This is an optimization exercise on Yosys and OpenROAD, whose aim is small area, not a production implementation.
Function was checked by simulation only, so behaviour that the tests miss may differ from the original.
The clock cells of runs 4 to 7 come from the design's own scripts or RTL, not from TritonCTS.
The clock input has no modelled driver; a real chip could not lean on it and would need a root buffer or a full tree.
Power is estimated from default activity; no workload was simulated.

`config.mk`:
```
export PLATFORM = sky130hd
export DESIGN_NAME = mul_div_unit
export DESIGN_NICKNAME = mul_div_unit
export VERILOG_FILES = /design/flow/design.v
export SDC_FILE = /design/flow/constraint.sdc
export NUM_CORES = 4
export LEC_CHECK = 0
export CAP_MARGIN = 20
export CORE_MARGIN = 2
export CORE_UTILIZATION = 40
export SLEW_MARGIN = 20
```
`constraint.sdc`:
```
create_clock -name core_clock -period 10.0 [get_ports {clk}]
set_input_delay 2.0000 -clock core_clock [delete_from_list [all_inputs] [get_ports {clk}]]
set_output_delay 2.0000 -clock core_clock [all_outputs]
set_load 0.01 [all_outputs]
```
`design.v`:
```
package mdu_pkg;
  typedef enum logic [2:0] {
    OP_MUL    = 3'b000,
    OP_MULH   = 3'b001,
    OP_MULHSU = 3'b010,
    OP_MULHU  = 3'b011,
    OP_DIV    = 3'b100,
    OP_DIVU   = 3'b101,
    OP_REM    = 3'b110,
    OP_REMU   = 3'b111
  } funct3_e;
  localparam logic [5:0] K_START = 6'd62;
endpackage
module mul_div_unit (
  input  logic        clk,
  input  logic        rst,
  input  logic        start,
  input  logic [2:0]  funct3,
  input  logic [31:0] operand_a,
  input  logic [31:0] operand_b,
  input  logic [4:0]  rd_in,
  input  logic        flush,
  output logic        busy,
  output logic        done,
  output logic [31:0] result,
  output logic [4:0]  rd_out
);
  logic [65:0] w_q;
  logic [32:0] b_q;
  logic        m_q;       
  logic        t_q;       
  logic [4:0]  rd_q;
  logic [2:0]  c_q;       
  logic [5:0]  k_q;       
  logic        dly_q;     
  logic        cy_q;      
  logic        sgn_q;     
  logic        negf_q;    
  logic        bneg_q;    
  logic        pb_q;      
  logic        yp_q;      
  logic        idl_q, act_q;
  logic c0, c2, c3, c5, lo;
  assign c0 = ~c_q[2] & ~c_q[0];
  assign c2 =  c_q[1] & ~c_q[0];
  assign c3 =  c_q[2] &  c_q[0];
  assign c5 = ~c_q[1] &  c_q[0];
  assign lo = ~c_q[0];                         
  assign sgn_q = ~c_q[0] ? ~w_q[44] : (c_q[2] ? ~w_q[33] : (c_q[1] ? w_q[22] : ~w_q[11]));
  logic p_pre, p_z, p_h1, p_main, p_post, p_f, p_g, p_hz, last_k;
  assign p_pre  =  k_q[5] &  k_q[4];
  assign p_z    =  p_pre & ~k_q[0];
  assign p_h1   =  p_pre &  k_q[0];
  assign p_main = ~k_q[5];
  assign p_post =  k_q[5] & ~k_q[4];
  assign p_f    =  p_post & ~k_q[1] & ~k_q[0];
  assign p_g    =  p_post & ~k_q[1] &  k_q[0];
  assign p_hz   =  p_post &  k_q[1];
  assign last_k =  p_main & (k_q[4:0] == 5'd31);
  logic is_mul, is_div, is_rem, mul_hi;
  assign is_mul = m_q;
  assign is_div = ~m_q & ~t_q;
  assign is_rem = ~m_q &  t_q;
  assign mul_hi =  m_q &  t_q;
  logic half, last_c;
  assign half   = (p_h1 & is_mul) | p_hz;
  assign last_c = half ? c2 : c5;
  logic accept;
  assign accept = start & ~flush & idl_q;
  logic        neg_comb, neg_g, g_eff;
  logic        xz, xinv, yen, ysub, cin, prop3, cin0, cin3;
  logic [10:0] xd, yd, sd;
  logic        cout;
  assign neg_comb = is_div ? ((negf_q ^ bneg_q) & w_q[31])
                  : is_rem ? negf_q : (negf_q ^ bneg_q);
  assign neg_g    = c0 ? neg_comb : negf_q;
  assign g_eff    = c0 ? w_q[65] : (c_q[1] ? w_q[43] : w_q[54]);
  always_comb begin
    xz   = 1'b0;
    xinv = 1'b0;
    yen  = 1'b0;
    ysub = bneg_q;
    cin0 = 1'b0;
    cin3 = 1'b0;
    if (p_z) begin
      xz   = ~lo;
      xinv = lo & (negf_q ^ (c_q[2] & ~c_q[1]));
      cin0 = negf_q;
    end else if (p_main) begin
      if (is_mul) begin
        yen  = lo & g_eff;
        ysub = bneg_q;
        cin0 = g_eff & bneg_q;
      end else begin
        yen  = ~lo;
        ysub = ~(sgn_q ^ bneg_q);
        cin3 = ~(sgn_q ^ bneg_q);
      end
    end else if (p_f) begin
      yen  = ~lo & sgn_q & ~is_mul;
      ysub = bneg_q;
      cin3 = sgn_q & bneg_q & ~is_mul;
    end else if (p_g) begin
      xinv = neg_g & (is_div ? lo : (is_rem ? ~lo : 1'b1));    
      cin0 = neg_g & ~is_rem;
      cin3 = neg_g & is_rem;
    end
  end
  assign prop3 = (p_main & is_mul) | (p_g & is_mul);
  assign cin   = c0 ? cin0 : ((c3 & ~prop3) ? cin3 : cy_q);
  assign xd    = xz ? 11'd0 : (w_q[10:0] ^ {11{~xinv}});
  assign yd    = yen ? (b_q[10:0] ^ {11{yp_q}}) : 11'd0;
  logic [11:0] cc;
  assign cc[0] = cin;
  for (genvar i = 0; i < 11; i++) begin : g_fa
    assign sd[i]   = xd[i] ^ yd[i] ^ cc[i];
    assign cc[i+1] = (xd[i] & yd[i]) | (xd[i] & cc[i]) | (yd[i] & cc[i]);
  end
  assign cout = cc[11];
  logic        lmode, bot;
  logic [10:0] wd;
  assign lmode = (p_z & ~is_mul)
               | (p_main & ~(~is_mul & last_k & ~lo))
               | (p_f & lo & ~is_mul)
               | (p_g & ~(m_q & ~t_q));
  assign bot   = c0 ? (p_main & is_mul ? 1'b0 : ((p_main | p_f) ? ~dly_q : dly_q)) : dly_q;
  assign wd    = lmode ? {sd[9:0], bot} : sd;
  logic finish;
  assign finish = last_c & ((p_g & t_q) | p_hz);    
  always_ff @(posedge clk or posedge rst) begin
    if (rst) begin
      idl_q <= 1'b1;
      act_q <= 1'b0;
      done  <= 1'b0;
    end else if (flush) begin
      idl_q <= 1'b1;
      act_q <= 1'b0;
      done  <= 1'b0;
    end else begin
      idl_q <= idl_q ? ~accept : finish;
      act_q <= idl_q ?  accept : ~finish;
      done  <= finish & act_q;
    end
  end
  assign busy = act_q;
  logic bext_in, aneg_in;
  assign bext_in = operand_b[31] & (funct3[2] ? ~funct3[0] : (funct3[1:0] == 2'b01));
  assign aneg_in = operand_a[31] & (funct3[2] ? ~funct3[0] : (funct3[1] ^ funct3[0]));
  always_ff @(posedge clk) begin
    cy_q  <= cout;
    dly_q <= sd[10];
    w_q[32:22] <= ~(({11{act_q}} | operand_a[31:21]) & ({11{idl_q}} | w_q[43:33]));
    w_q[21:11] <= ~(({11{act_q}} | operand_a[20:10]) & ({11{idl_q}} | w_q[32:22]));
    w_q[10:0]  <= ~(({11{act_q}} | {operand_a[9:0], 1'b0}) & ({11{idl_q}} | w_q[21:11]));
    b_q        <= ~(({33{act_q}} | {bext_in, operand_b}) & ({33{idl_q}} | {b_q[10:0], b_q[32:11]}));
    pb_q       <= ~pb_q | idl_q;
    yp_q       <= ysub ^ (~pb_q | idl_q);
    if (idl_q) begin
      m_q    <= ~funct3[2];
      t_q    <= funct3[2] ? funct3[1] : (funct3[1] | funct3[0]);
      rd_q   <= rd_in;
      negf_q <= aneg_in;
      bneg_q <= bext_in;
      c_q    <= 3'd0;
      k_q    <= mdu_pkg::K_START;
    end else begin
      c_q <= (half & c2) ? 3'd0 : {~c_q[0], c_q[2], c_q[1]};
      if (last_c) k_q <= k_q + 6'd1;
      if (p_g & c0) negf_q <= neg_comb;
    end
    w_q[65:33] <= {wd, w_q[65:44]};
  end
  assign result = w_q[65:34];
  assign rd_out = rd_q;
endmodule
```
`flow/run.sh`:
```
#!/bin/bash
# Own layout flow: the standard flow (standard.sh, unchanged synthesis and
# steps) with two placement/CTS arguments changed:
#  - port buffers use the smallest buffer cell (every port still gets one)
#  - clock tree: small clock buffers, no dummy balancing loads
# Each tool's full output is kept in the ORFS logs under orfs/logs and the
# make output in flow_make.log.
set -euo pipefail
export BUFFER_PORTS_ARGS="-buffer_cell sky130_fd_sc_hd__buf_1"
export CTS_ARGS="-sink_clustering_enable -repair_clock_nets -dont_use_dummy_load -buf_list {sky130_fd_sc_hd__clkbuf_4}"
bash standard.sh > flow_make.log 2>&1
```
`standard.sh`:
```
#!/bin/bash
# synth_recipe.tcl (not shown) runs the flow's synth.tcl, then flattens the netlist and writes it again
# the make line also repeats each setting of config.mk as NAME=value (left out here)
make -C /OpenROAD-flow-scripts/flow DESIGN_CONFIG=/design/flow/config.mk WORK_HOME=/design/flow/orfs CLKGATE_MAP_FILE= SYNTH_SCRIPT=/design/flow/synth_recipe.tcl "${@:-finish}"
```
==> results of run 1 <==
-- power breakdown --
part | total [mW] | internal [mW] | switching (mW)
logic | 0.192 | 0.0918 | 0.100
registers | 0.632 | 0.582 | 0.0500
clock network | 0.223 | 0.0776 | 0.146
total | 1.05 | 0.751 | 0.296
-- metal layers --
layer | vias up | global-route usage, % | routed length [um]
met1 | 1538 | 23.0 | 4960
li1 | 1683 | - | -
met4 | 0 | 5.61 | 106
met2 | 121 | 24.4 | 4370
met3 | 6 | 6.19 | 761
met5 | - | 0 | 0
-- layout by cell type (no fill, tap or decap), drive strengths merged, types with 3 or more instances in the layout --
master and n:
inv 14, fa 11, and3 5, nor2b 3, mux2i 11, o22ai 65, mux2 16, nand2b 11
ha 5, dfxtp 112, edfxtp 9, nand2 19, a21oi 7, a211o 4, buf 116, nor2 30
o21ai 12, xnor2 11, and2 3, xor2 4, clkbuf 17, nor3 3, nand3 3
-- cell families (layout without fill, tap and decap cells) --
family	after synthesis	after routing	share of synthesized area (%)
flip-flops	124	124	52.9
multiplexers	27	27	7.00
AO/OA/AOI/OAI	102	102	13.6
other	0	1	0
adder cells (fa/ha/maj)	16	16	5.77
XOR/XNOR	15	15	2.68
AND/OR/NAND/NOR	90	90	9.45
buffers and inverters	73	147	8.61
-- worst max-delay path: stages, from the launching register on --
cell and delay, ns:
dfxtp_1 0.54, and3b_2 0.29, nand2b_1 0.07, or3b_2 0.47
nand3_2 0.32, mux2i_1 0.29, fa_1 0.27, fa_1 0.19
inv_1 0.06, fa_1 0.45, fa_1 0.47, fa_1 0.49
fa_1 0.47, fa_1 0.46, fa_1 0.47, fa_1 0.46
fa_1 0.42, inv_1 0.07, fa_1 0.40, inv_1 0.08
mux2_2 0.15
-- flip-flops by register name, summed over array words and instances (netlist names), 3 cells and up --
| name | cells |
|---|---|
| b_q | 33 |
| k_q | 6 |
| c_q | 3 |
| rd_q | 5 |
| w_q | 66 |
-- area by class of cell --
cell class,instances,area (um2)
Tap cell,147,184
Antenna cell,1,2.50
Inverter,14,52.6
Timing Repair Buffer,116,443
Fill cell,1199,6680
Sequential cell,124,2590
Multi-Input combinational cell,250,1890
Clock buffer,17,128
-- worst paths after layout --
kind	start	end	slack [ns]	depth (start not counted)
worst max-delay path	k_q[5]$_SDFFE_PP1P_	w_q[65]$_DFF_P_	3.06	20
min in group asynchronous	rst	done$_DFF_PP0_	1.34	2
max in group asynchronous	rst	idl_q$_DFF_PP1_	8.45	2
worst min register to register	w_q[61]$_DFF_P_	w_q[50]$_DFF_P_	0.33	0
worst min-delay path	w_q[61]$_DFF_P_	w_q[50]$_DFF_P_	0.33	0
worst max register to register	k_q[5]$_SDFFE_PP1P_	w_q[65]$_DFF_P_	3.06	20
-- metrics by stage --
| stage | hold slack, ns | instance area (um2) | setup slack (ns) | utilization [%] |
|---|---|---|---|---|
| final | 0.333 | 5290 | 3.06 | 44.2 |
| after floorplan | 0.332 | 4900 | 3.59 | - |
| after global placement | 0.332 | 5160 | 3.29 | 43.1 |
| after detailed placement | 0.337 | 5160 | 3.07 | 43.1 |
| after global routing | 0.329 | 5290 | 2.68 | 44.2 |
| after CTS | 0.341 | 5280 | 3.04 | 44.2 |
==> impl_metrics.tcl, run 1 <==
set metrics [dict create \
    rsz0062_at_grt "no" \
    port-buffer-count 114 \
    clock_latency_ns 0.51 \
    syn_area_per_cell_um2 11.0 \
    synth_top_area_cell "dfxtp_1" \
    yosysTopAreaCellShare_pct 45.8 \
    area_growth_pct 7.95 \
    syn_nets 539 \
    firstDrtPassIters 4 \
    worst_pin_slew_ns 0.878 \
    synth_seq_cells 124 \
    grt_overflow 0 \
    antenna_found_initial 1 \
    fin_total_pwr_mw 1.05 \
    grtUsageTotal_pct 16.8 \
    synth_common_cells "dfxtp_1 (112), o22ai_1 (65), buf_4 (32), nor2_1 (29), nand2_1 (19)" \
    grt_max_degree 69 \
    wl_per_cell_um 15.2 \
    htree_levels 4 \
    post-place-cells 651 \
    fin_worst_skew_ns 0.0377 \
    fp.dieW_um 115 \
    max_cap_violations 0 \
    setup_viol 0 \
    critical_path_required_ns 10.44 \
    grt_pass1_wl_um 16700 \
    post-route-period-util_pct 69.4 \
    powerDensity_nw_per_um2 198 \
    finalSetupTns_ns 0 \
    outcome "complete, no violations" \
    async_reset_ff_share_pct 2.42 \
    synth_top_flop_cell "dfxtp_1" \
    synth.yosys.seq_area_share_pct 52.9 \
    synth-edff-count 9 \
    arrival_ns 7.38 \
    yosysMostFrequentCell "dfxtp_1" \
    nets 615 \
    cts_resized 0 \
    route.detailed.drc 0 \
    p_leak_nw 2.09 \
    cts_hold_buf 0 \
    slew_headroom_pct 39.8 \
    hold_violations 0 \
    crit_path_start_kind "flop" \
    vias 3348 \
    place_congestion 0.817 \
    cts.clk_slew.worst_paths_ns 0.10 \
    grt_pass1_vias 3372 \
    post-cts-setup-buffers 0 \
    die_area_um2 13100 \
    endpoint_kind "flop" \
    syn_area_um2 4900 \
    initial_utilization_pct 40.9 \
    max_freq_mhz 144 \
    vdd_drop_max_uv 86.0 \
    row_count 40 \
    synthCells 447 \
    crit_fanout 11 \
    die_h_um 115 \
    netlist_top_cells_area "dfxtp_1 (46%), o22ai_1 (8.3%), edfxtp_1 (5.5%)" \
    cts-root-buf "clkbuf_4" \
    period_needed_ns 6.94 \
    drive_above_1_share_pct 8.64 \
    initialDrtViolationCount 158 \
    detail_route.vias_per_cell 5.00 \
    cts.sinks 124 \
    place_hpwl_um 7440 \
    path_class "flop to flop" \
    core_um2 12000 \
    cts_buffers 17 \
    io-pin-count 115 \
    yosysUniqueCellTypes 56 \
    wirelength_um 10200 \
    clockBufferDepth 2 \
    hp-class "flop to flop" \
    stdcell_count 669 \
    drtAntennaViolNets 0 \
    synth_warnings 1 \
    slew_violations 0 \
    cts_tree "built" \
]
==> inputs of run 2 (changes only) <==
--- a/flow/run.sh
+++ b/flow/run.sh
@@ -7,5 +7,5 @@
 # make output in flow_make.log.
 set -euo pipefail
 export BUFFER_PORTS_ARGS="-buffer_cell sky130_fd_sc_hd__buf_1"
-export CTS_ARGS="-sink_clustering_enable -repair_clock_nets -dont_use_dummy_load -buf_list {sky130_fd_sc_hd__clkbuf_4}"
+export CTS_ARGS="-repair_clock_nets -dont_use_dummy_load -buf_list {sky130_fd_sc_hd__clkbuf_4}"
 bash standard.sh > flow_make.log 2>&1
==> run 2 against run 1 <==
Effect of this change: non-clock buffer count unchanged; synthesized cell count unchanged; die area stayed put; sequential cell count unchanged; fmax is the same; register-to-register slack hardly changed; worst setup slack stayed put; routed wire length is the same; critical path depth unchanged; clock-buffer cell count stayed put; largest power group unchanged; core utilization is the same; largest cell class unchanged.
==> impl_metrics.tcl, run 2 <==
set metrics [dict create \
    syn_area_per_cell_um2 11.0 \
    rsz0062_at_grt "no" \
    yosysTopAreaCellShare_pct 45.8 \
    synth.yosys.seq_area_share_pct 52.9 \
    fp.dieW_um 115 \
    cts_hold_buf 0 \
    port-buffer-count 114 \
    period_needed_ns 6.94 \
    stdcell_count 669 \
    row_count 40 \
    synth_common_cells "dfxtp_1 (112), o22ai_1 (65), buf_4 (32), nor2_1 (29), nand2_1 (19)" \
    top_regs "w_q x66, b_q x33, k_q x6" \
    synth_top_area_cell "dfxtp_1" \
    grt_pass1_wl_um 16700 \
    layout_commonest_cell "buf_1" \
    powerDensity_nw_per_um2 198 \
    crit_path_start_kind "flop" \
    detail_route.vias_per_cell 5.00 \
    netlist_top_cells_area "dfxtp_1 (46%), o22ai_1 (8.3%), edfxtp_1 (5.5%)" \
    route.detailed.drc 0 \
    io-pin-count 115 \
    hold_violations 0 \
    synth_top_flop_cell "dfxtp_1" \
    wirelength_um 10200 \
    cts.clk_slew.worst_paths_ns 0.10 \
    crit_fanout 11 \
    path_class "flop to flop" \
    cts_tree "built" \
    antenna_found_initial 1 \
    synth-edff-count 9 \
    initial_utilization_pct 40.9 \
    area_growth_pct 7.95 \
    initialDrtViolationCount 158 \
    final_cell_mix "buf_1 (114), dfxtp_1 (112), o22ai_1 (65)" \
    cts_buffers 17 \
    p_leak_nw 2.09 \
    synth_seq_cells 124 \
    synthCells 447 \
    grtUsageTotal_pct 16.8 \
    endpoint_kind "flop" \
    worstHoldStart "w_q[61]$_DFF_P_" \
    critical_path_required_ns 10.44 \
    die_h_um 115 \
    outcome "complete, no violations" \
    clockBufferDepth 2 \
    r2r_end "w_q[65]$_DFF_P_" \
    reg2reg_slack_ns 3.06 \
    core_um2 12000 \
    synth_warnings 1 \
    cts_resized 0 \
    drive_above_1_share_pct 8.64 \
    cts.sinks 124 \
    slew_violations 0 \
    whs_endpoint "w_q[50]$_DFF_P_" \
    max_freq_mhz 144 \
    place_hpwl_um 7440 \
    vias 3348 \
    firstDrtPassIters 4 \
    setup_viol 0 \
    largest_register_ffs 66 \
    post-place-cells 651 \
    drtAntennaViolNets 0 \
    grt_overflow 0 \
    finalSetupTns_ns 0 \
    rr_worst_depth 20 \
    fin_util_pct 44.2 \
    syn_area_um2 4900 \
    die_area_um2 13100 \
    grt_pass1_vias 3372 \
    htree_levels 4 \
    hp-class "flop to flop" \
    cts-root-buf "clkbuf_4" \
    place_congestion 0.817 \
    syn_nets 539 \
    slew_headroom_pct 39.8 \
    r2r-start "k_q[5]$_SDFFE_PP1P_" \
    yosysMostFrequentCell "dfxtp_1" \
    arrival_ns 7.38 \
    fin_worst_skew_ns 0.0377 \
    clock_latency_ns 0.51 \
    hold_path_depth 0 \
    async_reset_ff_share_pct 2.42 \
    top_register "w_q" \
    wl_per_cell_um 15.2 \
    grt_max_degree 69 \
    vdd_drop_max_uv 86.0 \
    nets 615 \
    worst_pin_slew_ns 0.878 \
    post-route-period-util_pct 69.4 \
    yosysUniqueCellTypes 56 \
    post-cts-setup-buffers 0 \
    max_cap_violations 0 \
]
==> run 2: cell counts after synthesis <==
No cell type changed its count.
==> run 2: critical path, stage by stage, from the launching register on <==
cell and delay, ns:
dfxtp_1 0.54, and3b_2 0.29, nand2b_1 0.07, or3b_2 0.47, nand3_2 0.32, mux2i_1 0.29
fa_1 0.27, fa_1 0.19, inv_1 0.06, fa_1 0.45, fa_1 0.47, fa_1 0.49
fa_1 0.47, fa_1 0.46, fa_1 0.47, fa_1 0.46, fa_1 0.42, inv_1 0.07
fa_1 0.40, inv_1 0.08, mux2_2 0.15
==> run 2: metrics by stage <==
stage                     worst slack [ns]  hold slack (ns)  total power, mW  instance area, um2
after CTS                             3.04            0.341             1.06                5280
after global routing                  2.68            0.329             1.12                5290
after detailed placement              3.07            0.337            0.838                5160
final                                 3.06            0.333             1.05                5290
after floorplan                       3.59            0.332            0.816                4900
after global placement                3.29            0.332            0.834                5160
==> run 2: how the worst max path moves through the flow <==
| stage | from | endpoint | slack, ns | depth (start not counted) |
|---|---|---|---|---|
| 2_1_floorplan | k_q[0]$_SDFFE_PP0P_ | w_q[65]$_DFF_P_ | 3.59 | 23 |
| 3_3_place_gp | k_q[0]$_SDFFE_PP0P_ | w_q[65]$_DFF_P_ | 3.29 | 21 |
| 3_5_place_dp | k_q[0]$_SDFFE_PP0P_ | w_q[65]$_DFF_P_ | 3.07 | 21 |
| 4_1_cts | k_q[5]$_SDFFE_PP1P_ | w_q[65]$_DFF_P_ | 3.04 | 20 |
| 5_1_grt | k_q[5]$_SDFFE_PP1P_ | w_q[65]$_DFF_P_ | 2.68 | 20 |
| 6_report | k_q[5]$_SDFFE_PP1P_ | w_q[65]$_DFF_P_ | 3.06 | 20 |
==> run 2: power breakdown <==
| group | leakage, nW | internal [mW] | switching (mW) |
|---|---|---|---|
| Clock | 0.0782 | 0.0776 | 0.146 |
| Sequential | 1.07 | 0.582 | 0.0500 |
| Combinational | 0.942 | 0.0918 | 0.100 |
| Total | 2.09 | 0.751 | 0.296 |
==> run 2: logic make-up after synthesis <==
kind of cell	count (synthesis)	synth area share, %
DFF	124	52.9
adders and majority gates	16	5.77
xor gates and xnor gates	15	2.68
AOI/OAI and AO/OA	102	13.6
and+or+nand+nor	90	9.45
buffers and inverters	73	8.61
muxes	27	7.00
==> run 2: final cells by class <==
cell class / count / area [um2]
inverter: 14 / 52.6
fill: 1199 / 6680
antenna: 1 / 2.50
timing repair buffer: 116 / 443
clock buffer: 17 / 128
multi-input combinational: 250 / 1890
tap: 147 / 184
sequential: 124 / 2590
==> run 2: layer usage <==
metal / GRT usage (%) / vias up / routed length, um
met5: 0 / - / 0
met4: 5.61 / 0 / 106
met3: 6.19 / 6 / 761
met2: 24.4 / 121 / 4370
met1: 23.0 / 1538 / 4960
li1: - / 1683 / -
==> inputs of run 3 (changes only) <==
--- a/flow/run.sh
+++ b/flow/run.sh
@@ -7,5 +7,5 @@
 # make output in flow_make.log.
 set -euo pipefail
 export BUFFER_PORTS_ARGS="-buffer_cell sky130_fd_sc_hd__buf_1"
-export CTS_ARGS="-repair_clock_nets -dont_use_dummy_load -buf_list {sky130_fd_sc_hd__clkbuf_4}"
+export CTS_ARGS="-sink_clustering_enable -repair_clock_nets -dont_use_dummy_load -sink_clustering_size 30 -sink_clustering_max_diameter 500 -sink_clustering_buffer sky130_fd_sc_hd__clkbuf_8 -buf_list {sky130_fd_sc_hd__clkbuf_4 sky130_fd_sc_hd__clkbuf_8}"
 bash standard.sh > flow_make.log 2>&1
==> run 3 against run 2 <==
Effect of this change: clock-buffer cell count stayed put; routed wire length is 0.63% higher; non-clock buffer count stayed put; clock skew is 0.018 ns lower; worst setup slack better by 0.012 ns; still clean on timing, DRC and antenna; critical path depth is 1 higher; core utilization is 0.87 points higher; critical path type unchanged.
==> impl_metrics.tcl, run 3 <==
set metrics [dict create \
    synth_mux_area_share_pct 7.00 \
    port-buffer-count 114 \
    grt_pass1_vias 3373 \
    fin_total_pwr_mw 1.13 \
    async_reset_ff_share_pct 2.42 \
    cts.clk_slew.worst_paths_ns 0.07 \
    synth_compound_area_share_pct 13.6 \
    yosysMostFrequentCell "dfxtp_1" \
    fp.dieW_um 115 \
    setup_viol 0 \
    grtUsageTotal_pct 16.8 \
    vdd_drop_max_uv 98.5 \
    netlist_top_cells_area "dfxtp_1 (46%), o22ai_1 (8.3%), edfxtp_1 (5.5%)" \
    critical_path_required_ns 10.37 \
    synth_top_family_by_area "compound AO/OA/AOI/OAI gates" \
    top_regs "w_q x66, b_q x33, k_q x6" \
    synth_common_cells "dfxtp_1 (112), o22ai_1 (65), buf_4 (32), nor2_1 (29), nand2_1 (19)" \
    clock_latency_ns 0.43 \
    p_leak_nw 2.13 \
    syn_area_per_cell_um2 11.0 \
    cts_tree "built" \
    arrival_ns 7.30 \
    outcome "complete, no violations" \
    syn_nets 539 \
    hp-class "flop to flop" \
    cts-root-buf "clkbuf_8" \
    antenna_cells 0 \
    synth_top_flop_cell "dfxtp_1" \
    yosysTopAreaCellShare_pct 45.8 \
    synth-simple-area-share_pct 9.45 \
    nets 615 \
    slew_headroom_pct 40.1 \
    synth_seq_cells 124 \
    die_h_um 115 \
    swShare_pct 27.2 \
    synth-edff-count 9 \
    fin_worst_skew_ns 0.0193 \
    drive_above_1_share_pct 8.64 \
    route.detailed.drc 0 \
    syn_area_um2 4900 \
    max_cap_violations 0 \
    cts_resized 0 \
    antenna_found_initial 0 \
    cts_hold_buf 0 \
    synth-adder-area-share_pct 5.77 \
    firstDrtPassIters 4 \
    die_area_um2 13100 \
    drtAntennaViolNets 0 \
    yosys.area_share.xor_xnor_pct 2.68 \
    internal-power_mw 0.824 \
    path_class "flop to flop" \
    detail_route.vias_per_cell 5.01 \
    p_seq_share_pct 55.9 \
    period_needed_ns 6.93 \
    initial_utilization_pct 40.9 \
    synth_warnings 1 \
    switching_power_mw 0.308 \
    layout_commonest_cell "buf_1" \
    multiInputGateArea_um2 1890 \
    max_freq_mhz 144 \
    cts_buffers 17 \
    finalSetupTns_ns 0 \
    grt_overflow 0 \
    synth.yosys.seq_area_share_pct 52.9 \
    crit_path_start_kind "flop" \
    wirelength_um 10300 \
    crit_fanout 11 \
    initialDrtViolationCount 136 \
    final_cell_mix "buf_1 (114), dfxtp_1 (112), o22ai_1 (65)" \
    grt_pass1_wl_um 16700 \
    grt_max_degree 69 \
    clockBufferDepth 2 \
    io-pin-count 115 \
    rsz0062_at_grt "no" \
    row_count 40 \
    post-cts-setup-buffers 0 \
    wl_per_cell_um 15.4 \
    pwr-share-comb_pct 17.0 \
    area_growth_pct 10.1 \
    regArea_um2 2590 \
    htree_levels 4 \
    synth_top_area_cell "dfxtp_1" \
    synthCells 447 \
    post-route-period-util_pct 69.3 \
    vias 3346 \
    clkPwrFrac_pct 27.1 \
    slew_violations 0 \
    largest_register_ffs 66 \
    place_congestion 0.817 \
    nFillCells 1179 \
    powerDensity_nw_per_um2 210 \
    worst_pin_slew_ns 0.874 \
    yosysUniqueCellTypes 56 \
    endpoint_kind "flop" \
    place_hpwl_um 7440 \
    cts.sinks 124 \
    core_um2 12000 \
    top_register "w_q" \
    hold_violations 0 \
]
[run 3: cell counts after synthesis]
No cell type changed its count.
[run 3: area by class of cell]
type                       instances  share of cell area (%)
sequential                       124                    48.1
clock buffer                      17                    4.34
timing repair buffer             116                    8.22
inverter                          14                   0.975
tap                              147                    3.41
multi-input combinational        250                    35.0
[run 3: cells by family (layout without fill, tap and decap cells)]
| family | count (synthesis) | count (layout) |
|---|---|---|
| DFF | 124 | 124 |
| AOI/OAI and AO/OA | 102 | 102 |
| and+or+nand+nor | 90 | 90 |
| buffers and inverters | 73 | 147 |
| muxes | 27 | 27 |
| adders and majority gates | 16 | 16 |
| xor gates and xnor gates | 15 | 15 |
[run 3: through the flow]
stage | setup slack, ns | hold WS, ns | std cells | utilization [%] | instance area [um2]
final | 3.07 | 0.345 | 668 | 45.1 | 5390
after global routing | 2.69 | 0.343 | 668 | 45.1 | 5390
after CTS | 3.05 | 0.346 | 668 | 45.1 | 5390
after detailed placement | 3.07 | 0.337 | 651 | 43.1 | 5160
after global placement | 3.29 | 0.332 | 651 | 43.1 | 5160
after floorplan | 3.59 | 0.332 | 447 | - | 4900
[run 3: worst paths after layout]
path                       slack [ns]           startpoint               to  cells after the start
max                              3.07  k_q[0]$_SDFFE_PP0P_  w_q[65]$_DFF_P_                     21
min                              0.35      w_q[61]$_DFF_P_  w_q[50]$_DFF_P_                      0
max in group asynchronous        8.38                  rst  idl_q$_DFF_PP1_                      2
max reg2reg                      3.07  k_q[0]$_SDFFE_PP0P_  w_q[65]$_DFF_P_                     21
min reg2reg                      0.35      w_q[61]$_DFF_P_  w_q[50]$_DFF_P_                      0
min in group asynchronous        1.41                  rst   done$_DFF_PP0_                      2
[run 3: routing by layer]
layer / track usage [%] / routed length (um)
met1: 22.8 / 5010
met2: 24.5 / 4370
met3: 6.51 / 785
met4: 5.85 / 99
met5: 0 / 0
[run 3: power by group through the flow]
stage	clock network, mW	logic (mW)	registers (mW)
after global routing	0.339	0.216	0.643
after CTS	0.318	0.195	0.634
after detailed placement	0	0.195	0.644
after floorplan	0	0.194	0.623
final	0.306	0.192	0.633
after global placement	0	0.192	0.642
[run 3: worst max-delay path: stages (launching register included)]
cell     delay, ns
dfxtp_1       0.49
or3b_4        0.46
nor2_4        0.14
nand2_1       0.08
a211o_1       0.25
nand3_2       0.29
mux2i_1       0.29
fa_1          0.27
fa_1          0.19
inv_1         0.06
fa_1          0.45
fa_1          0.47
fa_1          0.48
fa_1          0.47
fa_1          0.46
fa_1          0.47
fa_1          0.46
fa_1          0.42
inv_1         0.07
fa_1          0.40
inv_1         0.08
mux2_2        0.14
==> inputs of run 4 (changes only) <==
==> flow/run.sh (replaced) <==
#!/bin/bash
# Own layout flow: the standard flow (standard.sh: unchanged synthesis
# and steps) with two changes:
#  - port buffers use the smallest buffer cell (every port still gets one)
#  - the clock tree is a hand-built two-level tree (flow/cts_tree.tcl, run
#    as ORFS's PRE_CTS_TCL hook) instead of TritonCTS; ORFS's cts step still
#    legalizes it and repairs timing afterwards.
# Each tool's full output is kept in the ORFS logs under orfs/logs and the
# make output in flow_make.log.
set -euo pipefail
HERE=$(cd "$(dirname "$0")" && pwd)
export BUFFER_PORTS_ARGS="-buffer_cell sky130_fd_sc_hd__buf_1"
export PRE_CTS_TCL="$HERE/cts_tree.tcl"
export CTS_NLEAF_X=2
export CTS_NLEAF_Y=2
export CTS_LEAF_BUF=sky130_fd_sc_hd__clkbuf_16
export CTS_ROOT_BUF=sky130_fd_sc_hd__clkbuf_4
bash standard.sh > flow_make.log 2>&1
==> flow/cts_tree.tcl (new file) <==
# Hand-built two-level clock tree, sourced by ORFS's cts.tcl (PRE_CTS_TCL)
# in place of TritonCTS: one root buffer next to the registers' centre feeds
# NLEAF leaf buffers, each placed at the centre of a group of registers split
# by position. All registers sit at the same depth (root + one leaf buffer).
set nleaf_x $::env(CTS_NLEAF_X)
set nleaf_y $::env(CTS_NLEAF_Y)
set leaf_master $::env(CTS_LEAF_BUF)
set root_master $::env(CTS_ROOT_BUF)

set db [ord::get_db]
set block [ord::get_db_block]
set clknet [$block findNet clk]
set sinks {}
foreach it [$clknet getITerms] {
  set inst [$it getInst]
  set loc [$inst getLocation]
  lappend sinks [list $it [lindex $loc 0] [lindex $loc 1]]
}
puts "cts_tree: [llength $sinks] clock sinks"

# split into nleaf_x columns by x, then each column into nleaf_y rows by y
set groups {}
set byx [lsort -integer -index 1 $sinks]
set n [llength $byx]
for {set i 0} {$i < $nleaf_x} {incr i} {
  set col [lrange $byx [expr {$i * $n / $nleaf_x}] [expr {($i + 1) * $n / $nleaf_x - 1}]]
  set col [lsort -integer -index 2 $col]
  set m [llength $col]
  for {set j 0} {$j < $nleaf_y} {incr j} {
    lappend groups [lrange $col [expr {$j * $m / $nleaf_y}] [expr {($j + 1) * $m / $nleaf_y - 1}]]
  }
}

set root [odb::dbInst_create $block [$db findMaster $root_master] "cts_root_buf"]
set rootnet [odb::dbNet_create $block "clk_root"]
$rootnet setSigType CLOCK
[$root findITerm A] connect $clknet
[$root findITerm X] connect $rootnet

set sx 0; set sy 0
set k 0
foreach g $groups {
  set gx 0; set gy 0
  foreach s $g { incr gx [lindex $s 1]; incr gy [lindex $s 2] }
  set gx [expr {$gx / [llength $g]}]
  set gy [expr {$gy / [llength $g]}]
  incr sx $gx; incr sy $gy
  set buf [odb::dbInst_create $block [$db findMaster $leaf_master] "cts_leaf_buf_$k"]
  $buf setLocation $gx $gy
  $buf setPlacementStatus PLACED
  set net [odb::dbNet_create $block "clk_leaf_$k"]
  $net setSigType CLOCK
  [$buf findITerm A] connect $rootnet
  [$buf findITerm X] connect $net
  foreach s $g {
    set it [lindex $s 0]
    $it disconnect
    $it connect $net
  }
  puts "cts_tree: leaf $k at ($gx, $gy) drives [llength $g] registers"
  incr k
}
$root setLocation [expr {$sx / $k}] [expr {$sy / $k}]
$root setPlacementStatus PLACED

# TritonCTS is not run; the tree above is the clock tree.
rename clock_tree_synthesis cts_tree_unused_tritoncts
proc clock_tree_synthesis {args} { puts "cts_tree: TritonCTS skipped, hand-built tree in place" }
set_propagated_clock [all_clocks]
==> run 4 against run 3 <==
Effect of this change: largest power group unchanged; routed wire length is 1.3% lower; register-to-register slack worse by 0.03 ns; die area stayed put; sequential share of layout area is 1.1 points higher; global-route usage is 1.6 points lower; still clean on timing, DRC and antenna; critical endpoint unchanged.
==> impl_metrics.tcl, run 4 <==
set metrics [dict create \
    synth.yosys.seq_area_share_pct 52.9 \
    synth_warnings 1 \
    netlist_top_cells_area "dfxtp_1 (46%), o22ai_1 (8.3%), edfxtp_1 (5.5%)" \
    cp_slowest_cell "dfxtp_1" \
    port-buffer-count 114 \
    area_growth_pct 7.54 \
    grtUsageTotal_pct 15.2 \
    synthCells 447 \
    syn_area_um2 4900 \
    io-pin-count 115 \
    grt_overflow 0 \
    worst_pin_slew_ns 0.873 \
    vdd_drop_max_uv 127 \
    synth_seq_cells 124 \
    syn_nets 539 \
    row_count 40 \
    yosysMostFrequentCell "dfxtp_1" \
    final_cell_mix "buf_1 (114), dfxtp_1 (112), o22ai_1 (65)" \
    async_reset_ff_share_pct 2.42 \
    fp.dieW_um 115 \
    whs_endpoint "w_q[36]$_DFF_P_" \
    crit_fanout 11 \
    reg2reg_slack_ns 3.04 \
    arrival_ns 7.36 \
    max_cap_violations 0 \
    core_um2 12000 \
    finalSetupTns_ns 0 \
    grt_max_degree 69 \
    hold_path_depth 0 \
    vias 3311 \
    cts_resized 0 \
    regArea_um2 2590 \
    slew_violations 0 \
    top_register "w_q" \
    cpPeakStageDelay_ns 0.52 \
    die_h_um 115 \
    synth_top_flop_cell "dfxtp_1" \
    wirelength_um 10100 \
    p_leak_nw 2.06 \
    pre_cts_ws_ns 3.07 \
    outcome "complete, no violations" \
    post-route-period-util_pct 69.6 \
    max_freq_mhz 144 \
    nets 603 \
    cp_num_cells 21 \
    nFillCells 1184 \
    crit_chain "or3b_4 -> nor2_4 -> nand2_1 -> a211o_1 -> nand3_2 -> mux2i_1 -> fa_1 -> fa_1 -> inv_1 -> fa_1 -> fa_1 -> fa_1 -> fa_1 -> fa_1 -> fa_1 -> fa_1 -> fa_1 -> inv_1 -> fa_1 -> inv_1 -> mux2_2" \
    period_needed_ns 6.96 \
    crit_path_start_kind "flop" \
    rr_worst_depth 21 \
    cts.clk_slew.worst_paths_ns 0.11 \
    synth-edff-count 9 \
    crit_family "adder cells" \
    largest_register_ffs 66 \
    crit_path_frequent_cell "fa_1" \
    clock_latency_ns 0.45 \
    drtAntennaViolNets 0 \
    drive_above_1_share_pct 6.48 \
    rsz0062_at_grt "no" \
    syn_area_per_cell_um2 11.0 \
    top_regs "w_q x66, b_q x33, k_q x6" \
    setup_viol 0 \
    detail_route.vias_per_cell 5.04 \
    fin_worst_skew_ns 0.0104 \
    endpoint_kind "flop" \
    fin_total_pwr_mw 1.04 \
    grt_pass1_vias 3259 \
    slew_headroom_pct 40.1 \
    wl_per_cell_um 15.4 \
    cts_hold_buf 0 \
    initialDrtViolationCount 130 \
    hold_violations 0 \
    place_hpwl_um 7440 \
    firstDrtPassIters 4 \
    die_area_um2 13100 \
    whs_ns 0.350 \
    powerDensity_nw_per_um2 197 \
    path_class "flop to flop" \
    place_congestion 0.817 \
    r2r-start "k_q[0]$_SDFFE_PP0P_" \
    path_buf_inv 3 \
    yosysTopAreaCellShare_pct 45.8 \
    post-cts-setup-buffers 0 \
    fin_util_pct 44.0 \
    multiInputGateArea_um2 1890 \
    layout_commonest_cell "buf_1" \
    yosysUniqueCellTypes 56 \
    critical_path_required_ns 10.40 \
    synth_common_cells "dfxtp_1 (112), o22ai_1 (65), buf_4 (32), nor2_1 (29), nand2_1 (19)" \
    initial_utilization_pct 40.9 \
    hp-class "flop to flop" \
    grt_pass1_wl_um 16300 \
    route.detailed.drc 0 \
    cp-startpoint "k_q[0]$_SDFFE_PP0P_" \
    r2r_end "w_q[65]$_DFF_P_" \
    synth_top_area_cell "dfxtp_1" \
    worstHoldStart "w_q[47]$_DFF_P_" \
    antenna_found_initial 1 \
    finalWorstSetupSlack_ns 3.04 \
]
-- run 4: cell counts after synthesis --
Identical to the previous run, type by type.
-- run 4: final cells by class --
type                       count  share of cell area, %
timing repair buffer         116                   8.41
tap                          147                   3.49
antenna                        1                 0.0475
inverter                      14                  0.998
buffer                         5                   2.04
sequential                   124                   49.2
multi-input combinational    250                   35.8
-- run 4: metal layers --
metal	up-vias	global-route usage (%)	routed length [um]	part of all wire, %
li1	1657	-	-	-
met1	1525	22.8	4940	49
met2	119	24.3	4370	43
met3	10	1.85	673	6.6
met4	0	1.79	142	1.4
met5	-	0	0	0
-- run 4: worst max-delay path by stage --
stage               slack (ns)              end
floorplan                 3.59  w_q[65]$_DFF_P_
global placement          3.29  w_q[65]$_DFF_P_
detailed placement        3.07  w_q[65]$_DFF_P_
CTS                       3.02  w_q[65]$_DFF_P_
global route              2.66  w_q[65]$_DFF_P_
finish                    3.04  w_q[65]$_DFF_P_
-- run 4: power breakdown --
part / switching [mW] / internal (mW) / leakage (nW) / total [mW]
clock: 0.138 / 0.0771 / 0.0539 / 0.215
sequential: 0.0502 / 0.582 / 1.07 / 0.632
combinational: 0.101 / 0.0919 / 0.942 / 0.193
-- run 4: cells by family (layout without fill, tap and decap cells) --
kind of cell	count (synthesis)	after routing	synth area share [%]
AO/OA/AOI/OAI	102	102	13.6
XOR/XNOR	15	15	2.68
adder cells (fa/ha/maj)	16	16	5.77
buffers and inverters	73	135	8.61
flip-flops	124	124	52.9
multiplexers	27	27	7.00
other	0	1	0
AND/OR/NAND/NOR	90	90	9.45
-- run 4: stage by stage --
| stage | cells | instance area [um2] |
|---|---|---|
| finish | 657 | 5270 |
| floorplan | 447 | 4900 |
| CTS | 656 | 5260 |
| detailed placement | 651 | 5160 |
| global placement | 651 | 5160 |
| global route | 657 | 5270 |
==> inputs of run 5 (changes only) <==
--- a/flow/run.sh
+++ b/flow/run.sh
@@ -14,5 +14,5 @@
 export CTS_NLEAF_X=2
 export CTS_NLEAF_Y=2
 export CTS_LEAF_BUF=sky130_fd_sc_hd__clkbuf_16
-export CTS_ROOT_BUF=sky130_fd_sc_hd__clkbuf_4
+export CTS_ROOT_BUF=none
 bash standard.sh > flow_make.log 2>&1
--- a/flow/cts_tree.tcl
+++ b/flow/cts_tree.tcl
@@ -1,11 +1,14 @@
-# Hand-built two-level clock tree, sourced by ORFS's cts.tcl (PRE_CTS_TCL)
-# in place of TritonCTS: one root buffer next to the registers' centre feeds
-# NLEAF leaf buffers, each placed at the centre of a group of registers split
-# by position. All registers sit at the same depth (root + one leaf buffer).
 set nleaf_x $::env(CTS_NLEAF_X)
 set nleaf_y $::env(CTS_NLEAF_Y)
 set leaf_master $::env(CTS_LEAF_BUF)
 set root_master $::env(CTS_ROOT_BUF)
+
+proc out_iterm {inst} {
+  foreach it [$inst getITerms] {
+    if {[$it isOutputSignal]} { return $it }
+  }
+  error "cts_tree: no output pin on [$inst getName]"
+}
 
 set db [ord::get_db]
 set block [ord::get_db_block]
@@ -31,11 +34,16 @@
   }
 }
 
-set root [odb::dbInst_create $block [$db findMaster $root_master] "cts_root_buf"]
-set rootnet [odb::dbNet_create $block "clk_root"]
-$rootnet setSigType CLOCK
-[$root findITerm A] connect $clknet
-[$root findITerm X] connect $rootnet
+if {$root_master eq "none"} {
+  set root ""
+  set rootnet $clknet
+} else {
+  set root [odb::dbInst_create $block [$db findMaster $root_master] "cts_root_buf"]
+  set rootnet [odb::dbNet_create $block "clk_root"]
+  $rootnet setSigType CLOCK
+  [$root findITerm A] connect $clknet
+  [out_iterm $root] connect $rootnet
+}
 
 set sx 0; set sy 0
 set k 0
@@ -51,7 +59,7 @@
   set net [odb::dbNet_create $block "clk_leaf_$k"]
   $net setSigType CLOCK
   [$buf findITerm A] connect $rootnet
-  [$buf findITerm X] connect $net
+  [out_iterm $buf] connect $net
   foreach s $g {
     set it [lindex $s 0]
     $it disconnect
@@ -60,8 +68,10 @@
   puts "cts_tree: leaf $k at ($gx, $gy) drives [llength $g] registers"
   incr k
 }
-$root setLocation [expr {$sx / $k}] [expr {$sy / $k}]
-$root setPlacementStatus PLACED
+if {$root ne ""} {
+  $root setLocation [expr {$sx / $k}] [expr {$sy / $k}]
+  $root setPlacementStatus PLACED
+}
 
 # TritonCTS is not run; the tree above is the clock tree.
 rename clock_tree_synthesis cts_tree_unused_tritoncts
--- a/config.mk
+++ b/config.mk
@@ -7,5 +7,5 @@
 export LEC_CHECK = 0
 export CAP_MARGIN = 20
 export CORE_MARGIN = 2
-export CORE_UTILIZATION = 40
+export CORE_UTILIZATION = 60
 export SLEW_MARGIN = 20
==> run 5 against run 4 <==
Effect of this change: fmax rose by 2.4%; highest routed layer unchanged; register-to-register slack gained 0.17 ns; core utilization rose by 23 points; final cell count is 7.2% lower; largest cell class unchanged; area after synthesis unchanged; final area down 1.3%; first-iteration DRC count down 13%; worst setup slack improved by 0.17 ns; total power is 2.0% lower.
==> impl_metrics.tcl, run 5 <==
set metrics [dict create \
    outcome "complete, no violations" \
    synth_warnings 1 \
    slew_violations 0 \
    top_regs "w_q x66, b_q x33, k_q x6" \
    crit_end "w_q[65]$_DFF_P_" \
    setup_viol 0 \
    grt_pass1_wl_um 14100 \
    reg2reg_slack_ns 3.21 \
    slew_headroom_pct 39.0 \
    syn_area_um2 4900 \
    drive_above_1_share_pct 6.30 \
    cp-startpoint "k_q[0]$_SDFFE_PP0P_" \
    nets 602 \
    yosysTopAreaCellShare_pct 45.8 \
    p_leak_nw 2.06 \
    cts_hold_buf 0 \
    yosysUniqueCellTypes 56 \
    place_congestion 0.883 \
    path_class "flop to flop" \
    vdd_drop_max_uv 153 \
    wl_per_cell_um 15.0 \
    fin_util_pct 66.6 \
    route.detailed.drc 0 \
    max_cap_violations 0 \
    die_h_um 94.3 \
    syn_nets 539 \
    place_hpwl_um 6680 \
    worst_pin_slew_ns 0.890 \
    arrival_ns 6.92 \
    die_area_um2 8900 \
    synthCells 447 \
    fp.dieW_um 94.3 \
    async_reset_ff_share_pct 2.42 \
    initialDrtViolationCount 113 \
    syn_area_per_cell_um2 11.0 \
    synth_seq_cells 124 \
    layout_commonest_cell "buf_1" \
    endpoint_kind "flop" \
    cts.clk_slew.worst_paths_ns 0.11 \
    yosysMostFrequentCell "dfxtp_1" \
    grtUsageTotal_pct 19.6 \
    placed_area_um2 5100 \
    antenna_cells 0 \
    synth_common_cells "dfxtp_1 (112), o22ai_1 (65), buf_4 (32), nor2_1 (29), nand2_1 (19)" \
    cts_resized 0 \
    grt_overflow 0 \
    design_area_um2 5200 \
    wirelength_um 9150 \
    area_growth_pct 6.18 \
    fin_worst_skew_ns 0.00861 \
    largest_register_ffs 66 \
    hp-class "flop to flop" \
    finalSetupTns_ns 0 \
    fin_total_pwr_mw 1.02 \
    clock_latency_ns 0.17 \
    synth-edff-count 9 \
    top_register "w_q" \
    post-cts-setup-buffers 0 \
    detail_route.vias_per_cell 5.41 \
    final_cell_mix "buf_1 (114), dfxtp_1 (112), o22ai_1 (65)" \
    port-buffer-count 114 \
    vias 3298 \
    post-route-period-util_pct 67.9 \
    rr_worst_depth 21 \
    grt_pass1_vias 2963 \
    drtAntennaViolNets 0 \
    io-pin-count 115 \
    netlist_top_cells_area "dfxtp_1 (46%), o22ai_1 (8.3%), edfxtp_1 (5.5%)" \
    synth.yosys.seq_area_share_pct 52.9 \
    crit_path_start_kind "flop" \
    initial_utilization_pct 62.7 \
    period_needed_ns 6.79 \
    rsz0062_at_grt "no" \
    critical_path_required_ns 10.13 \
    hold_violations 0 \
    row_count 32 \
    synth_top_area_cell "dfxtp_1" \
    powerDensity_nw_per_um2 196 \
    r2r-start "k_q[0]$_SDFFE_PP0P_" \
    synth_top_flop_cell "dfxtp_1" \
    crit_fanout 11 \
    firstDrtPassIters 4 \
    r2r_end "w_q[65]$_DFF_P_" \
    max_freq_mhz 147 \
    core_um2 7810 \
    antenna_found_initial 0 \
    grt_max_degree 90 \
]
-- run 5: cell families after synthesis --
| group | after synthesis | share of synthesized area [%] |
|---|---|---|
| flip-flops | 124 | 52.9 |
| AO/OA/AOI/OAI | 102 | 13.6 |
| AND/OR/NAND/NOR | 90 | 9.45 |
| buffers and inverters | 73 | 8.61 |
| multiplexers | 27 | 7.00 |
| adder cells (fa/ha/maj) | 16 | 5.77 |
| XOR/XNOR | 15 | 2.68 |
-- run 5: worst max-delay path: stages (launching register included) --
cell	delay, ns
dfxtp_1	0.50
or3b_4	0.46
nor2_4	0.13
nand2_1	0.08
a211o_1	0.25
nand3_2	0.28
mux2i_1	0.26
fa_1	0.24
fa_1	0.17
inv_1	0.05
fa_1	0.45
fa_1	0.46
fa_1	0.46
fa_1	0.47
fa_1	0.46
fa_1	0.47
fa_1	0.46
fa_1	0.42
inv_1	0.07
fa_1	0.40
inv_1	0.08
mux2_2	0.14
-- run 5: layout make-up --
| class | instances | area (um2) |
|---|---|---|
| inverters | 14 | 52.6 |
| flip-flops and latches | 124 | 2590 |
| well taps | 102 | 128 |
| multi-input cells | 250 | 1890 |
| repair buffers | 116 | 443 |
| fillers | 666 | 2610 |
| plain buffers | 4 | 100 |
-- run 5: worst min path at each step --
stage,from,endpoint,slack (ns),depth (start not counted)
finish,w_q[56]$_DFF_P_,w_q[45]$_DFF_P_,0.36,0
global route,w_q[62]$_DFF_P_,w_q[51]$_DFF_P_,0.36,0
CTS,w_q[56]$_DFF_P_,w_q[45]$_DFF_P_,0.36,0
detailed placement,w_q[62]$_DFF_P_,w_q[51]$_DFF_P_,0.34,0
global placement,w_q[62]$_DFF_P_,w_q[51]$_DFF_P_,0.33,0
floorplan,w_q[45]$_DFF_P_,w_q[34]$_DFF_P_,0.33,0
-- run 5: power by group --
| group | switching, mW | internal, mW |
|---|---|---|
| sequential | 0.0487 | 0.582 |
| clock | 0.118 | 0.0744 |
| combinational | 0.103 | 0.0920 |
-- run 5: routing by layer --
metal / vias up / routed length, um / global-route usage [%]
met2: 115 / 3880 / 31.3
met1: 1509 / 4530 / 29.8
met3: 11 / 565 / 1.68
met4: 0 / 163 / 3.26
li1: 1663 / - / -
met5: - / 0 / 0
-- run 5: per-stage QoR --
| stage | hold slack [ns] | worst slack, ns | instances |
|---|---|---|---|
| 6_report | 0.356 | 3.21 | 610 |
| 5_1_grt | 0.360 | 2.86 | 610 |
| 3_3_place_gp | 0.331 | 3.36 | 606 |
| 4_1_cts | 0.357 | 3.14 | 610 |
| 3_5_place_dp | 0.335 | 3.17 | 606 |
| 2_1_floorplan | 0.332 | 3.59 | 447 |
==> inputs of run 6 (changes only) <==
--- a/config.mk
+++ b/config.mk
@@ -7,5 +7,5 @@
 export LEC_CHECK = 0
 export CAP_MARGIN = 20
 export CORE_MARGIN = 2
-export CORE_UTILIZATION = 60
+export CORE_UTILIZATION = 75
 export SLEW_MARGIN = 20
==> run 6 against run 5 <==
Effect of this change: final area down 0.60%; worst hold slack lost 0.0021 ns; core utilization rose by 15 points; largest cell class unchanged; via count rose by 1.0%; largest power group unchanged; sequential share of layout area increased by 0.30 points; critical endpoint unchanged; first-iteration DRC count increased by 36%; sequential power hardly changed; sequential cell count did not move; critical path depth unchanged; clock power hardly changed; highest routed layer unchanged; global-route usage grew 7.1 points; worst setup slack worse by 0.033 ns.
==> impl_metrics.tcl, run 6 <==
set metrics [dict create \
    hp-class "flop to flop" \
    regArea_um2 2590 \
    grt_overflow 0 \
    worst_pin_slew_ns 0.895 \
    netlist_top_cells_area "dfxtp_1 (46%), o22ai_1 (8.3%), edfxtp_1 (5.5%)" \
    io-pin-count 115 \
    yosysMostFrequentCell "dfxtp_1" \
    internal-power_mw 0.748 \
    rr_worst_depth 21 \
    multiInputGateArea_um2 1890 \
    synth.yosys.seq_area_share_pct 52.9 \
    r2r-start "k_q[0]$_SDFFE_PP0P_" \
    r2r_end "w_q[65]$_DFF_P_" \
    finalWorstSetupSlack_ns 3.18 \
    reg2reg_slack_ns 3.18 \
    clock_latency_ns 0.17 \
    synth_seq_cells 124 \
    layout_commonest_cell "buf_1" \
    design_area_um2 5170 \
    whs_ns 0.354 \
    hold_violations 0 \
    cts.clk_slew.worst_paths_ns 0.11 \
    firstDrtPassIters 4 \
    wl_per_cell_um 16.7 \
    crit_fanout 11 \
    yosysUniqueCellTypes 56 \
    initial_utilization_pct 77.1 \
    yosysTopAreaCellShare_pct 45.8 \
    area_growth_pct 5.54 \
    cts_hold_buf 0 \
    synth-edff-count 9 \
    worstHoldStart "w_q[47]$_DFF_P_" \
    max_freq_mhz 147 \
    wirelength_um 9750 \
    route.detailed.drc 0 \
    nFillCells 366 \
    grtUsageTotal_pct 26.7 \
    synth_top_area_cell "dfxtp_1" \
    slew_headroom_pct 40.3 \
    arrival_ns 6.94 \
    fin_worst_skew_ns 0.00384 \
    detail_route.vias_per_cell 5.69 \
    largest_register_ffs 66 \
    cts_resized 0 \
    final_cell_mix "buf_1 (114), dfxtp_1 (112), o22ai_1 (65)" \
    initialDrtViolationCount 154 \
    slew_violations 0 \
    rsz0062_at_grt "no" \
    period_needed_ns 6.82 \
    die_h_um 84.8 \
    critical_path_required_ns 10.12 \
    grt_max_degree 68 \
    endpoint_kind "flop" \
    stdcell_count 585 \
    path_class "flop to flop" \
    post-place-cells 581 \
    top_register "w_q" \
    synthCells 447 \
    powerDensity_nw_per_um2 197 \
    post-route-period-util_pct 68.2 \
    swShare_pct 26.5 \
    top_regs "w_q x66, b_q x33, k_q x6" \
    antenna_cells 0 \
    outcome "complete, no violations" \
    whs_endpoint "w_q[36]$_DFF_P_" \
    synth_warnings 1 \
    syn_nets 539 \
    port-buffer-count 114 \
    p_seq_share_pct 62.2 \
    drive_above_1_share_pct 6.30 \
    placed_area_um2 5070 \
    hold_path_depth 0 \
    synth_top_flop_cell "dfxtp_1" \
    fp.dieW_um 84.8 \
    vias 3331 \
    async_reset_ff_share_pct 2.42 \
    setup_viol 0 \
    fin_total_pwr_mw 1.02 \
    row_count 29 \
    nets 602 \
    syn_area_um2 4900 \
    syn_area_per_cell_um2 11.0 \
    clkPwrFrac_pct 18.7 \
    drtAntennaViolNets 0 \
    switching_power_mw 0.270 \
    place_congestion 0.914 \
    max_cap_violations 0 \
    grt_pass1_wl_um 15600 \
    pre_cts_ws_ns 3.21 \
    post-cts-setup-buffers 0 \
    antenna_found_initial 0 \
    pwr-share-comb_pct 19.1 \
    core_um2 6350 \
    p_leak_nw 2.06 \
    finalSetupTns_ns 0 \
    place_hpwl_um 7040 \
    vdd_drop_max_uv 202 \
    die_area_um2 7190 \
    crit_path_start_kind "flop" \
    synth_common_cells "dfxtp_1 (112), o22ai_1 (65), buf_4 (32), nor2_1 (29), nand2_1 (19)" \
    grt_pass1_vias 3270 \
    fin_util_pct 81.4 \
]
[run 6: cell counts in the layout (fill, tap and decap cells not counted)]
Identical to the previous run, type by type.
[run 6: layout make-up]
cell class                      instances  area share (%)
Sequential cell                       124            50.1
Multi-Input combinational cell        250            36.5
Timing Repair Buffer                  116            8.57
Buffer                                  4            1.94
Tap cell                               77            1.86
Inverter                               14            1.02
[run 6: worst max-delay path by stage]
| stage | start | to | slack, ns | cells past startpoint |
|---|---|---|---|---|
| 3_5_place_dp | k_q[0]$_SDFFE_PP0P_ | w_q[65]$_DFF_P_ | 3.21 | 21 |
| 6_report | k_q[0]$_SDFFE_PP0P_ | w_q[65]$_DFF_P_ | 3.18 | 21 |
| 2_1_floorplan | k_q[0]$_SDFFE_PP0P_ | w_q[65]$_DFF_P_ | 3.59 | 23 |
| 4_1_cts | k_q[0]$_SDFFE_PP0P_ | w_q[65]$_DFF_P_ | 3.17 | 21 |
| 3_3_place_gp | k_q[5]$_SDFFE_PP1P_ | w_q[65]$_DFF_P_ | 3.37 | 20 |
| 5_1_grt | k_q[0]$_SDFFE_PP0P_ | w_q[65]$_DFF_P_ | 2.84 | 21 |
[run 6: power by group through the flow]
stage | logic (mW) | clock network, mW | registers [mW]
6_report | 0.195 | 0.191 | 0.633
3_3_place_gp | 0.188 | 0 | 0.640
4_1_cts | 0.197 | 0.189 | 0.633
3_5_place_dp | 0.195 | 0 | 0.643
2_1_floorplan | 0.194 | 0 | 0.623
5_1_grt | 0.214 | 0.204 | 0.642
[run 6: logic make-up after synthesis]
| group | synth area share [%] |
|---|---|
| flip-flops | 52.9 |
| AO/OA/AOI/OAI | 13.6 |
| AND/OR/NAND/NOR | 9.45 |
| buffers and inverters | 8.61 |
| multiplexers | 7.00 |
| adder cells (fa/ha/maj) | 5.77 |
| XOR/XNOR | 2.68 |
[run 6: worst max-delay path, cell delays in order (launching register included)]
cell	delay (ns)
dfxtp_1	0.50
or3b_4	0.46
nor2_4	0.13
nand2_1	0.08
a211o_1	0.25
nand3_2	0.28
mux2i_1	0.26
fa_1	0.24
fa_1	0.17
inv_1	0.05
fa_1	0.44
fa_1	0.46
fa_1	0.46
fa_1	0.46
fa_1	0.46
fa_1	0.48
fa_1	0.46
fa_1	0.44
inv_1	0.08
fa_1	0.40
inv_1	0.08
mux2_2	0.14
[run 6: routing by layer]
| metal | vias up | GRT usage (%) | share of wire (%) |
|---|---|---|---|
| met2 | 124 | 47.0 | 48 |
| met3 | 9 | 2.36 | 6.1 |
| met5 | - | 0 | 0 |
| li1 | 1658 | - | - |
| met4 | 0 | 3.46 | 1.3 |
| met1 | 1540 | 37.2 | 45 |
==> inputs of run 7 (changes only) <==
--- a/config.mk
+++ b/config.mk
@@ -7,5 +7,5 @@
 export LEC_CHECK = 0
 export CAP_MARGIN = 20
 export CORE_MARGIN = 2
-export CORE_UTILIZATION = 75
+export CORE_UTILIZATION = 40
 export SLEW_MARGIN = 20
==> run 7 against run 6 <==
Effect of this change: core utilization down 37 points; synthesized cell count unchanged; critical path depth unchanged; clock power about the same; register-to-register slack worse by 0.13 ns.
==> impl_metrics.tcl, run 7 <==
set metrics [dict create \
    outcome "complete, no violations" \
    drive_above_1_share_pct 6.30 \
    slew_violations 0 \
    grt_pass1_wl_um 16300 \
    vias 3298 \
    clock_latency_ns 0.17 \
    core_um2 12000 \
    final_cell_mix "buf_1 (114), dfxtp_1 (112), o22ai_1 (65)" \
    post-place-cells 651 \
    hp-class "flop to flop" \
    grt_overflow 0 \
    synthCells 447 \
    die_area_um2 13100 \
    stdcell_count 655 \
    path_class "flop to flop" \
    synth_warnings 1 \
    critical_path_required_ns 10.13 \
    max_freq_mhz 144 \
    cts.clk_slew.worst_paths_ns 0.11 \
    grtUsageTotal_pct 15.1 \
    initialDrtViolationCount 144 \
    endpoint_kind "flop" \
    rsz0062_at_grt "no" \
    fin_util_pct 43.9 \
    antenna_cells 0 \
    grt_pass1_vias 3253 \
    syn_area_per_cell_um2 11.0 \
    post-route-period-util_pct 69.5 \
    wirelength_um 10100 \
    synth_top_flop_cell "dfxtp_1" \
    vdd_drop_max_uv 128 \
    fin_total_pwr_mw 1.02 \
    whs_ns 0.350 \
    detail_route.vias_per_cell 5.04 \
    p_leak_nw 2.06 \
    fp.dieW_um 115 \
    setup_viol 0 \
    synth.yosys.seq_area_share_pct 52.9 \
    synth-edff-count 9 \
    arrival_ns 7.08 \
    netlist_top_cells_area "dfxtp_1 (46%), o22ai_1 (8.3%), edfxtp_1 (5.5%)" \
    finalWorstSetupSlack_ns 3.05 \
    synth_common_cells "dfxtp_1 (112), o22ai_1 (65), buf_4 (32), nor2_1 (29), nand2_1 (19)" \
    top_register "w_q" \
    slew_headroom_pct 39.7 \
    r2r-start "k_q[0]$_SDFFE_PP0P_" \
    grt_max_degree 69 \
    pre_cts_ws_ns 3.07 \
    antenna_found_initial 0 \
    area_growth_pct 7.33 \
    worst_pin_slew_ns 0.880 \
    yosysUniqueCellTypes 56 \
    r2r_end "w_q[65]$_DFF_P_" \
    placed_area_um2 5160 \
    row_count 40 \
    async_reset_ff_share_pct 2.42 \
    top_regs "w_q x66, b_q x33, k_q x6" \
    place_congestion 0.817 \
    route.detailed.drc 0 \
    layout_commonest_cell "buf_1" \
    nets 602 \
    powerDensity_nw_per_um2 194 \
    reg2reg_slack_ns 3.05 \
    fin_worst_skew_ns 0.0103 \
    drtAntennaViolNets 0 \
    initial_utilization_pct 40.9 \
    worstHoldStart "w_q[47]$_DFF_P_" \
    largest_register_ffs 66 \
    post-cts-setup-buffers 0 \
    max_cap_violations 0 \
    rr_worst_depth 21 \
    syn_nets 539 \
    design_area_um2 5260 \
    crit_path_start_kind "flop" \
    port-buffer-count 114 \
    wl_met3_um 676 \
    cts_resized 0 \
    cts_hold_buf 0 \
    hold_violations 0 \
    place_hpwl_um 7440 \
    wl_per_cell_um 15.4 \
    crit_fanout 11 \
    syn_area_um2 4900 \
    die_h_um 115 \
    period_needed_ns 6.95 \
    firstDrtPassIters 4 \
    dr_wl_met2_um 4320 \
    synth_top_area_cell "dfxtp_1" \
    whs_endpoint "w_q[36]$_DFF_P_" \
    yosysTopAreaCellShare_pct 45.8 \
    io-pin-count 115 \
    finalSetupTns_ns 0 \
    yosysMostFrequentCell "dfxtp_1" \
    hold_path_depth 0 \
    drt-met1-wl_um 4980 \
    synth_seq_cells 124 \
    top_layer_used "met4" \
]
## run 7: cell counts in the layout (fill, tap and decap cells not counted)
Identical to the previous run, type by type.
## run 7: per-layer routing
layer / global-route usage [%] / vias to the layer above
met2: 24.2 / 116
met3: 1.96 / 5
li1: - / 1655
met1: 22.9 / 1522
met5: 0 / -
met4: 1.06 / 0
## run 7: worst max-delay path, stage by stage, from the launching register on
cell and delay, ns:
dfxtp_1 0.51, or3b_4 0.46, nor2_4 0.14, nand2_1 0.08, a211o_1 0.25, nand3_2 0.29
mux2i_1 0.29, fa_1 0.27, fa_1 0.19, inv_1 0.06, fa_1 0.45, fa_1 0.47
fa_1 0.48, fa_1 0.47, fa_1 0.46, fa_1 0.47, fa_1 0.46, fa_1 0.42
inv_1 0.07, fa_1 0.40, inv_1 0.08, mux2_2 0.14
## run 7: area by class of cell
type	instances	area [um2]
fill	1183	6710
timing repair buffer	116	443
tap	147	184
inverter	14	52.6
sequential	124	2590
multi-input combinational	250	1890
buffer	4	100
## run 7: worst max-delay path by stage
stage                   startpoint               to  slack [ns]  cells past startpoint
2_1_floorplan  k_q[0]$_SDFFE_PP0P_  w_q[65]$_DFF_P_        3.59                     23
3_3_place_gp   k_q[0]$_SDFFE_PP0P_  w_q[65]$_DFF_P_        3.29                     21
3_5_place_dp   k_q[0]$_SDFFE_PP0P_  w_q[65]$_DFF_P_        3.07                     21
4_1_cts        k_q[0]$_SDFFE_PP0P_  w_q[65]$_DFF_P_        3.02                     21
5_1_grt              m_q$_DFFE_PP_  w_q[65]$_DFF_P_        2.66                     21
6_report       k_q[0]$_SDFFE_PP0P_  w_q[65]$_DFF_P_        3.05                     21
## run 7: where the power goes
| part | internal [mW] | leakage (nW) | total [mW] | switching (mW) |
|---|---|---|---|---|
| clock network | 0.0745 | 0.0493 | 0.194 | 0.119 |
| registers | 0.582 | 1.07 | 0.632 | 0.0502 |
| logic | 0.0918 | 0.942 | 0.193 | 0.101 |
## run 7: kinds of logic after synthesis
kind of cell | synth area share [%]
DFF | 52.9
AOI/OAI and AO/OA | 13.6
buffers and inverters | 8.61
adders and majority gates | 5.77
xor gates and xnor gates | 2.68
muxes | 7.00
and+or+nand+nor | 9.45

-- re-timing with driven ports --
No port has a modelled driver above. Below, the same layouts with a new extraction and two added sets of constraints.
Step 1: set_driving_cell puts a clkbuf_16 on clk and a buf_2 on each other input, an assumption about the parent block.
Step 2 moves the port delays by t, midway between the first and last clock arrival at a register: inputs arrive t later, outputs are due t later. That takes back most of the time a late clock gives input paths.
a / b / c = ideal / step 1 / step 2; a / b = the first two.
| run | t (ns) | setup WS [ns] | clock arrival spread, ns | worst data-port slew with drivers (ns) | pins driven straight from the clock port |
|---|---|---|---|---|---|
| run 1 | 0.521 | 3.058 / 3.058 / 3.058 | 0.038 / 0.038 | 0.05 | 1 |
| run 2 | 0.521 | 3.058 / 3.058 / 3.058 | 0.038 / 0.038 | 0.05 | 1 |
| run 3 | 0.451 | 3.070 / 3.070 / 3.070 | 0.022 / 0.022 | 0.05 | 1 |
| run 4 | 0.480 | 3.044 / 3.044 / 3.044 | 0.012 / 0.011 | 0.05 | 1 |
| run 5 | 0.244 | 3.210 / 3.210 / 3.210 | 0.010 / 0.010 | 0.04 | 4 |
| run 6 | 0.243 | 3.177 / 3.177 / 3.177 | 0.005 / 0.006 | 0.04 | 4 |
| run 7 | 0.253 | 3.049 / 3.049 / 3.049 | 0.011 / 0.011 | 0.05 | 4 |
After both steps setup and hold are still met in every run listed.
